What follows belongs to an exercise in optimizing a design on an open flow for small area; a production flow would make more cautious choices.
The RTL was checked by simulation tests, not by an equivalence proof against the original design.
Power is estimated from default activity; no workload was simulated.

File: run.sh
#!/bin/bash
# synth_recipe.tcl (not shown) runs the flow's synth.tcl, then flattens the netlist and writes it again
# the make line also repeats each setting of config.mk as NAME=value (left out here)
make -C /OpenROAD-flow-scripts/flow DESIGN_CONFIG=/design/flow/config.mk WORK_HOME=/design/flow/orfs CLKGATE_MAP_FILE= SYNTH_SCRIPT=/design/flow/synth_recipe.tcl finish
File: config.mk
export PLATFORM = sky130hd
export DESIGN_NAME = exec_core
export DESIGN_NICKNAME = exec_core
export VERILOG_FILES = /design/flow/design.v
export SDC_FILE = /design/flow/constraint.sdc
export NUM_CORES = 4
export LEC_CHECK = 0
export CAP_MARGIN = 20
export CORE_MARGIN = 2
export CORE_UTILIZATION = 40
export SETUP_SLACK_MARGIN = 0.3
export SLEW_MARGIN = 20
File: constraint.sdc
create_clock -name core_clock -period 11.0 [get_ports {clk}]
set_input_delay 2.2000 -clock core_clock [delete_from_list [all_inputs] [get_ports {clk}]]
set_output_delay 2.2000 -clock core_clock [all_outputs]
set_load 0.01 [all_outputs]
File: design.v
`default_nettype none
package cpu16_pkg;
	typedef logic [15:0] word_t;
	typedef logic [$clog2(16)-1:0] reg_idx_t;
	typedef logic [7:0] opcode_t;
	typedef logic [4:0] flags_t;
	typedef enum logic [1:0] {
		R_TYPE = 2'b00,
		I_TYPE = 2'b01,
		P_TYPE = 2'b10,
		J_TYPE = 2'b11
	} instr_type_t;
	typedef enum logic [3:0] {
		OP_ADD,
		OP_ADDC,
		OP_SUB,
		OP_AND,
		OP_OR,
		OP_XOR,
		OP_NOT,
		OP_LSH,
		OP_RSH,
		OP_ALSH,
		OP_ARSH,
		OP_PASS_B
	} alu_op_t;
endpackage
`default_nettype wire
`timescale 1ns/100ps
`default_nettype none
module decoder (
	input  cpu16_pkg::word_t       instr,
	input  logic                   instr_valid,
	input  cpu16_pkg::flags_t      flags,
	output cpu16_pkg::reg_idx_t    rd_a_idx,
	output cpu16_pkg::reg_idx_t    rd_b_idx,
	output cpu16_pkg::reg_idx_t    wr_idx,
	output cpu16_pkg::alu_op_t     alu_op,
	output logic                   use_imm,
	output cpu16_pkg::word_t       imm,
	output logic                   set_flags,
	output logic                   wb_en,
	output logic                   wb_sel_mem,
	output logic                   wb_sel_link,
	output logic                   mem_we,
	output logic                   jump_taken,
	output cpu16_pkg::instr_type_t itype
);
	cpu16_pkg::opcode_t opcode;
	logic    cond_met;
	logic    is_store;
	logic    arith_op;
	assign opcode = {instr[15:12], instr[7:4]};
	always_comb
	begin
		case (instr[11:8])
			4'b0000:  cond_met = flags[4];
			4'b0001:  cond_met = !flags[4];
			4'b0010:  cond_met = flags[3];
			4'b0011:  cond_met = !flags[3];
			4'b0100:  cond_met = flags[1];
			4'b0101:  cond_met = !flags[1];
			4'b0110:  cond_met = flags[0];
			4'b0111:  cond_met = !flags[0];
			4'b1000:  cond_met = flags[2];
			4'b1001:  cond_met = !flags[2];
			4'b1010:  cond_met = !flags[1] && !flags[4];
			4'b1011:  cond_met = flags[1] || flags[4];
			4'b1100:  cond_met = !flags[0] && !flags[4];
			4'b1101:  cond_met = flags[0] || flags[4];
			4'b1110: cond_met = 1'b1;
			default:   cond_met = 1'b0;
		endcase
	end
	always_comb
	begin
		rd_a_idx = instr[11:8];
		rd_b_idx = instr[3:0];
		wr_idx = instr[11:8];
		use_imm = 1'b0;
		imm = '0;
		itype = cpu16_pkg::R_TYPE;
		wb_en = 1'b0;
		wb_sel_mem = 1'b0;
		wb_sel_link = 1'b0;
		is_store = 1'b0;
		casez (opcode)
			8'b0101_????, 8'b0110_????, 8'b0111_????, 8'b1010_????, 8'b1001_????,
			8'b1011_0000, 8'b1100_0000, 8'b0001_????, 8'b0010_????, 8'b0011_????:
			begin
				use_imm = 1'b1;
				imm = {{8{instr[7]}}, instr[7:0]};
				itype = cpu16_pkg::I_TYPE;
				wb_en = !(opcode == 8'b1011_0000 || opcode == 8'b1100_0000);
			end
			8'b1000_000?, 8'b1000_001?, 8'b1000_100?, 8'b1000_101?:
			begin
				use_imm = 1'b1;
				imm = {11'd0, instr[4:0]};
				itype = cpu16_pkg::I_TYPE;
				wb_en = 1'b1;
			end
			8'b0000_0101, 8'b0000_0110, 8'b0000_0111, 8'b0000_0100, 8'b0000_1001, 8'b0000_1011, 8'b0000_1000,
			8'b0000_0001, 8'b0000_0010, 8'b0000_0011, 8'b0000_1111, 8'b1000_0100, 8'b1000_0101, 8'b1000_0110,
			8'b1000_0111, 8'b0000_0000:
			begin
				wb_en = !(opcode == 8'b0000_1011 || opcode == 8'b0000_1000 || opcode == 8'b0000_0000);
			end
			8'b0100_0000:
			begin
				itype = cpu16_pkg::P_TYPE;
				wb_en = 1'b1;
				wb_sel_mem = 1'b1;
			end
			8'b0100_0100:
			begin
				itype = cpu16_pkg::P_TYPE;
				is_store = 1'b1;
			end
			8'b0100_1000:
			begin
				itype = cpu16_pkg::J_TYPE;
				wb_en = 1'b1;
				wb_sel_link = 1'b1;
			end
			8'b0100_1100: itype = cond_met ? cpu16_pkg::J_TYPE : cpu16_pkg::R_TYPE;
			default: itype = cpu16_pkg::R_TYPE;
		endcase
	end
	always_comb
	begin
		casez (opcode)
			8'b0000_0101, 8'b0101_????, 8'b0000_0110, 8'b0110_????:      alu_op = cpu16_pkg::OP_ADD;
			8'b0000_0111, 8'b0111_????, 8'b0000_0100, 8'b1010_????:  alu_op = cpu16_pkg::OP_ADDC;
			8'b0000_1001, 8'b1001_????, 8'b0000_1011, 8'b1011_0000,
			8'b0000_1000, 8'b1100_0000:                           alu_op = cpu16_pkg::OP_SUB;
			8'b0000_0001, 8'b0001_????:                             alu_op = cpu16_pkg::OP_AND;
			8'b0000_0010, 8'b0010_????:                               alu_op = cpu16_pkg::OP_OR;
			8'b0000_0011, 8'b0011_????:                             alu_op = cpu16_pkg::OP_XOR;
			8'b0000_1111:                                        alu_op = cpu16_pkg::OP_NOT;
			8'b1000_0100, 8'b1000_000?:                             alu_op = cpu16_pkg::OP_LSH;
			8'b1000_0101, 8'b1000_001?:                             alu_op = cpu16_pkg::OP_RSH;
			8'b1000_0110, 8'b1000_100?:                           alu_op = cpu16_pkg::OP_ALSH;
			8'b1000_0111, 8'b1000_101?:                           alu_op = cpu16_pkg::OP_ARSH;
			default:                                         alu_op = cpu16_pkg::OP_PASS_B;
		endcase
	end
	assign arith_op = (alu_op == cpu16_pkg::OP_ADD) || (alu_op == cpu16_pkg::OP_ADDC) || (alu_op == cpu16_pkg::OP_SUB);
	assign set_flags = instr_valid && arith_op;
	assign mem_we = instr_valid && is_store;
	assign jump_taken = instr_valid && (itype == cpu16_pkg::J_TYPE);
endmodule
`default_nettype wire
`timescale 1ns/100ps
`default_nettype none
module regfile (
	input  logic                clk,
	input  logic                arst_n,
	input  logic                wr_en,
	input  cpu16_pkg::reg_idx_t wr_idx,
	input  cpu16_pkg::word_t    wr_data,
	input  cpu16_pkg::reg_idx_t rd_a_idx,
	input  cpu16_pkg::reg_idx_t rd_b_idx,
	output cpu16_pkg::word_t    rd_a_data,
	output cpu16_pkg::word_t    rd_b_data
);
	cpu16_pkg::word_t regs [16];
	always_ff @(posedge clk or negedge arst_n)
	begin
		if (!arst_n)
		begin
			for (int i = 0; i < 16; i++)
				regs[i] <= '0;
		end
		else if (wr_en)
		begin
			regs[wr_idx] <= wr_data;
		end
	end
	assign rd_a_data = regs[rd_a_idx];
	assign rd_b_data = regs[rd_b_idx];
endmodule
`default_nettype wire
`timescale 1ns/100ps
`default_nettype none
module alu (
	input  logic               clk,
	input  logic               arst_n,
	input  cpu16_pkg::word_t   a,
	input  cpu16_pkg::word_t   b,
	input  cpu16_pkg::word_t   imm,
	input  logic               use_imm,
	input  cpu16_pkg::alu_op_t alu_op,
	input  logic               set_flags,
	output cpu16_pkg::flags_t  flags,
	output cpu16_pkg::word_t   result
);
	cpu16_pkg::word_t        b_eff;
	logic [4:0]   shamt;
	logic         carry_in;
	logic [16:0]  add_full;
	logic [16:0]  sub_full;
	cpu16_pkg::flags_t       flags_next;
	assign b_eff = use_imm ? imm : b;
	assign shamt = b_eff[4:0];
	assign carry_in = (alu_op == cpu16_pkg::OP_ADDC) && flags[3];
	assign add_full = {1'b0, a} + {1'b0, b_eff} + {16'd0, carry_in};
	assign sub_full = {1'b0, a} - {1'b0, b_eff};
	always_comb
	begin
		case (alu_op)
			cpu16_pkg::OP_ADD, cpu16_pkg::OP_ADDC: result = add_full[15:0];
			cpu16_pkg::OP_SUB:          result = sub_full[15:0];
			cpu16_pkg::OP_AND:          result = a & b_eff;
			cpu16_pkg::OP_OR:           result = a | b_eff;
			cpu16_pkg::OP_XOR:          result = a ^ b_eff;
			cpu16_pkg::OP_NOT:          result = ~b_eff;
			cpu16_pkg::OP_LSH, cpu16_pkg::OP_ALSH: result = a << shamt;
			cpu16_pkg::OP_RSH:          result = a >> shamt;
			cpu16_pkg::OP_ARSH:         result = $signed(a) >>> shamt;
			default:         result = b_eff;
		endcase
	end
	always_comb
	begin
		flags_next[4] = (a == b_eff);
		flags_next[1] = (b_eff > a);
		flags_next[0] = ($signed(b_eff) > $signed(a));
		if (alu_op == cpu16_pkg::OP_SUB)
		begin
			flags_next[3] = sub_full[16];
			flags_next[2] = (a[15] != b_eff[15]) && (sub_full[15] != a[15]);
		end
		else
		begin
			flags_next[3] = add_full[16];
			flags_next[2] = (a[15] == b_eff[15]) && (add_full[15] != a[15]);
		end
	end
	always_ff @(posedge clk or negedge arst_n)
	begin
		if (!arst_n)
			flags <= '0;
		else if (set_flags)
			flags <= flags_next;
	end
endmodule
`default_nettype wire
`timescale 1ns/100ps
`default_nettype none
module exec_core (
	input  logic                clk,
	input  logic                arst_n,
	input  cpu16_pkg::word_t    instr,
	input  logic                instr_valid,
	input  cpu16_pkg::word_t    pc,
	input  cpu16_pkg::word_t    mem_rdata,
	output cpu16_pkg::word_t    mem_addr,
	output cpu16_pkg::word_t    mem_wdata,
	output logic                mem_we,
	output logic                jump_taken,
	output cpu16_pkg::word_t    jump_target,
	output logic                wb_en_o,
	output cpu16_pkg::reg_idx_t wb_idx,
	output cpu16_pkg::word_t    wb_data,
	output cpu16_pkg::flags_t   flags
);
	cpu16_pkg::reg_idx_t    rd_a_idx;
	cpu16_pkg::reg_idx_t    rd_b_idx;
	cpu16_pkg::word_t       rd_a_data;
	cpu16_pkg::word_t       rd_b_data;
	cpu16_pkg::alu_op_t     alu_op;
	logic        use_imm;
	cpu16_pkg::word_t       imm;
	logic        set_flags;
	logic        dec_wb_en;
	logic        wb_sel_mem;
	logic        wb_sel_link;
	cpu16_pkg::word_t       alu_result;
	decoder decoder_i (
		.instr       (instr),
		.instr_valid (instr_valid),
		.flags       (flags),
		.rd_a_idx    (rd_a_idx),
		.rd_b_idx    (rd_b_idx),
		.wr_idx      (wb_idx),
		.alu_op      (alu_op),
		.use_imm     (use_imm),
		.imm         (imm),
		.set_flags   (set_flags),
		.wb_en       (dec_wb_en),
		.wb_sel_mem  (wb_sel_mem),
		.wb_sel_link (wb_sel_link),
		.mem_we      (mem_we),
		.jump_taken  (jump_taken),
		.itype       ()
	);
	regfile regfile_i (
		.clk       (clk),
		.arst_n    (arst_n),
		.wr_en     (wb_en_o),
		.wr_idx    (wb_idx),
		.wr_data   (wb_data),
		.rd_a_idx  (rd_a_idx),
		.rd_b_idx  (rd_b_idx),
		.rd_a_data (rd_a_data),
		.rd_b_data (rd_b_data)
	);
	alu alu_i (
		.clk       (clk),
		.arst_n    (arst_n),
		.a         (rd_a_data),
		.b         (rd_b_data),
		.imm       (imm),
		.use_imm   (use_imm),
		.alu_op    (alu_op),
		.set_flags (set_flags),
		.flags     (flags),
		.result    (alu_result)
	);
	assign mem_addr = rd_b_data;
	assign mem_wdata = rd_a_data;
	assign jump_target = rd_b_data;
	assign wb_en_o = instr_valid && dec_wb_en;
	assign wb_data = wb_sel_link ? cpu16_pkg::word_t'(pc + 16'd1) :
	                 wb_sel_mem  ? mem_rdata :
	                 alu_result;
endmodule
`default_nettype wire
==> results.txt <==
-- worst max-delay path, stage by stage --
cell and delay [ps]:
buf_2 350, nor2_1 700, nand2_1 290, buf_4 280, o2bb2ai_1 730, o21ai_0 220
buf_4 220, inv_1 90, ha_1 350, a21oi_1 300, nor3b_1 250, a32oi_1 280
nand2_1 210, o21ai_0 210, a221oi_1 550, xnor2_1 180, nand2_1 90, o211ai_1 110
o21ai_1 100, buf_4 180, inv_1 60, clkdlybuf4s50_1 520
-- what timing repair did --
| item | in CTS | in global routing |
|---|---|---|
| resized for setup | 0 | 3 |
| hold buffers | 0 | 0 |
| endpoints found under the setup margin | 0 | 5 |
| endpoints found under the hold margin | 0 | 0 |
-- stage by stage --
stage / area, um^2 / total power [uW] / worst slack (ps)
after floorplan: 20590 / 2640 / 1896
after global placement: 22890 / 3529 / 603.4
after detailed placement: 22890 / 3544 / 587.9
after CTS: 23940 / 4624 / 579.7
after global routing: 24030 / 4906 / 319.8
final: 24040 / 4701 / 307.0
-- per-layer routing --
metal	GRT usage, %	vias to the layer above	part of all wire (%)
met3	9.746	399	12
met5	0	-	0.012
met4	23.39	2	7.3
li1	-	9633	-
met2	54.72	1630	40
met1	53.33	10920	41
-- cell families after synthesis --
group | Yosys count | synth area share (%)
buffers and inverters | 316 | 7.134
xor gates and xnor gates | 26 | 1.106
DFF | 261 | 31.72
AOI/OAI and AO/OA | 919 | 29.76
and+or+nand+nor | 872 | 19.97
muxes | 108 | 6.010
adders and majority gates | 69 | 4.302
-- where the power goes --
part	switching [uW]	total (uW)	leakage, uW	internal (uW)
Combinational	1250	2040	0.00629	782
Sequential	334	1590	0.00329	1260
Clock	439	1070	0.000511	631
Total	2030	4700	0.0101	2670
-- worst min path at each step --
stage,start,cells past startpoint,end
4_1_cts,regfile_i.regs[8][8],2,regfile_i.regs[8][8]
2_1_floorplan,regfile_i.regs[8][8],2,regfile_i.regs[8][8]
5_1_grt,regfile_i.regs[8][8],2,regfile_i.regs[8][8]
6_report,regfile_i.regs[8][8],2,regfile_i.regs[8][8]
3_5_place_dp,regfile_i.regs[8][8],2,regfile_i.regs[8][8]
3_3_place_gp,regfile_i.regs[8][8],2,regfile_i.regs[8][8]
-- flip-flops by register name (all words and copies together) (netlist names) --
signal	cells
alu_i.flags	5
regfile_i.regs	256
-- final cells by class --
| cell class | count | area, um^2 | area share [%] |
|---|---|---|---|
| multi-input combinational | 1994 | 12670 | 52.71 |
| sequential | 261 | 6531 | 27.17 |
| timing repair buffer | 298 | 2594 | 10.79 |
| tap | 680 | 850.8 | 3.539 |
| clock buffer | 40 | 838.3 | 3.487 |
| inverter | 90 | 340.3 | 1.416 |
| clock inverter | 15 | 207.7 | 0.8640 |
| antenna | 3 | 7.507 | 0.03123 |
-- placed cells by master, fill, tap and decap left out, types with 10 or more instances in the layout --
master,instances
o2bb2ai_1,11
mux2_2,24
o21ai_0,257
a22oi_1,36
nor2b_1,43
a221o_1,14
clkdlybuf4s50_1,117
a2111oi_0,11
a211oi_1,17
dfrtp_1,261
xnor2_1,17
clkbuf_16,30
mux2i_1,71
nand2b_1,32
and3_1,37
nor4_1,15
nand2_1,320
a22o_1,29
inv_1,87
o22ai_1,31
ha_1,66
nand3_1,58
a31oi_1,33
a221oi_1,30
nor3b_1,13
nand3b_1,20
a32oi_1,20
a21o_1,10
o211ai_1,26
o221ai_1,18
o21bai_1,11
nor2_1,218
o32ai_1,13
nor3_1,32
buf_4,170
and2_1,20
o21ai_1,21
a21oi_1,197
==> results.txt <==
Ys async rst share = 100.0%
Initial Util = 40.30%
GR Util All Layers = 38.86%
Worst R2R Start = regfile_i.regs[3][5]
Clock Latency Late Sink = 600 ps
Port bufs = 126
Via count = 22.59k
RSZ-0062 raised after global routing = false
Run status = finished clean
Row count = 83
Pwr dens = 195.6 nW/um^2
Syn Inst Count = 2571
Die area = 53310 um^2
Number of buffers created by CTS = 30
Number of setup violations in the final report = 0
DR vias/cell = 6.680
Synth Cell Area = 20590 um^2
Hold WS = 483.7 ps
Commonest cells post-synth = 321 x nand2_1, 261 x dfrtp_1, 257 x o21ai_0
Postcts setup bufs = 0
Slew Limit Fails = 0
WL per Instance = 31.25 um
Count leader, synth = nand2_1
Worst-Margin Slew = 1190 ps
Remaining antenna violation count = 0
Crit end category = output port
Finished Layout Cells = 3381
First-pass DRT Iterations = 8
Min-Delay Path Class = reg -> reg
CTS sink count = 261
Worst Setup SP = instr[1]
Layout area overhead = 16.75%
Max capacitance violation total = 0
Post-synth EDFFs = 0
Setup Skew = 22.09 ps
Layout Utilization = 47.05%
Root Buffer = clkbuf_16
Die Y = 230.9 um
Core area = 51090 um^2
Top FF cell, synth = dfrtp_1
H-tree levels = 1
R2R Path End = regfile_i.regs[4][15]
Maximum vdd drop = 0.0001250 V
Rel. slew slack = 20.36%
Register-to-Register Path Depth = 22
Die width = 230.9 um
Top-area cell type share of the netlist area = 31.72%
Vias in the first global route = 21.18k
Iteration-0 DRC Markers = 3616
Initial antenna violation count = 1
Worst setup path end = wb_data[15]
Largest net degree at the start of global routing = 131
DP Cell Count = 3320
Critical path type = in -> out
Fmax = 93.52 MHz
CP startpoint kind = primary input
Critical Path RT = 8800 ps
Final min period = 10690 ps
Flop2flop setup slack = 5440 ps
Leakage power = 0.01009 uW
Fillers = 5151
I/O pin count = 127
DR DRC count = 0
Post-DP HPWL = 78.41 mm
Grt ovf = 0
Post-Syn Area per Cell = 8.009 um^2
Synth warn = 4
Layout cells sized above 1 = 12.16%
Clock transition at path regs = 60 ps
First-pass GRT wire length = 152.0 mm
CTS tree = built
Library cells used by synthesis = 109
WL final = 105.7 mm
CTS Buffer Depth = 3
Nets = 2795
Routability Congestion = 1.063
Setup TNS = 0 ps
Hold Vio Cnt, Final = 0
Crit-path max FO = 30
Period utilization = 97.21%
Mapped Nets = 2691
Synth area leader = dfrtp_1
Register area share after synthesis = 31.72%
Synth area leaders = dfrtp_1 32%, o21ai_0 6.2%, nand2_1 5.9%
Worst EP arrival = 8490 ps
Synthesized flop and latch total = 261

==> separate check: timing with driven ports <==
How much do the figures lean on ideal ports? The routed layout below was timed once more, with nothing changed but the port constraints.
Step 1 sets driving cells, clkbuf_16 on the clock port and buf_2 on the other inputs (assumed; they add their load-dependent delay and slew).
Step 2, shift: input delay + t, output delay - t, t = (earliest + latest rising clock arrival at the registers) / 2. This alone moves slack from input paths to output paths.
a / b / c = no drivers / after step 1 / after step 2; a / b = the first two.
t (ns): 0.646
setup slack, ns: 0.307 / 0.276 / 0.276
worst setup path after step 2: input to output
worst slew at a driven data input, ns: 0.06
cell pins on the clock port's net: 1
After both steps this run still meets setup and hold. For this run, drivers alone change the setup slack by -0.031 ns; drivers and shift together by -0.031 ns.
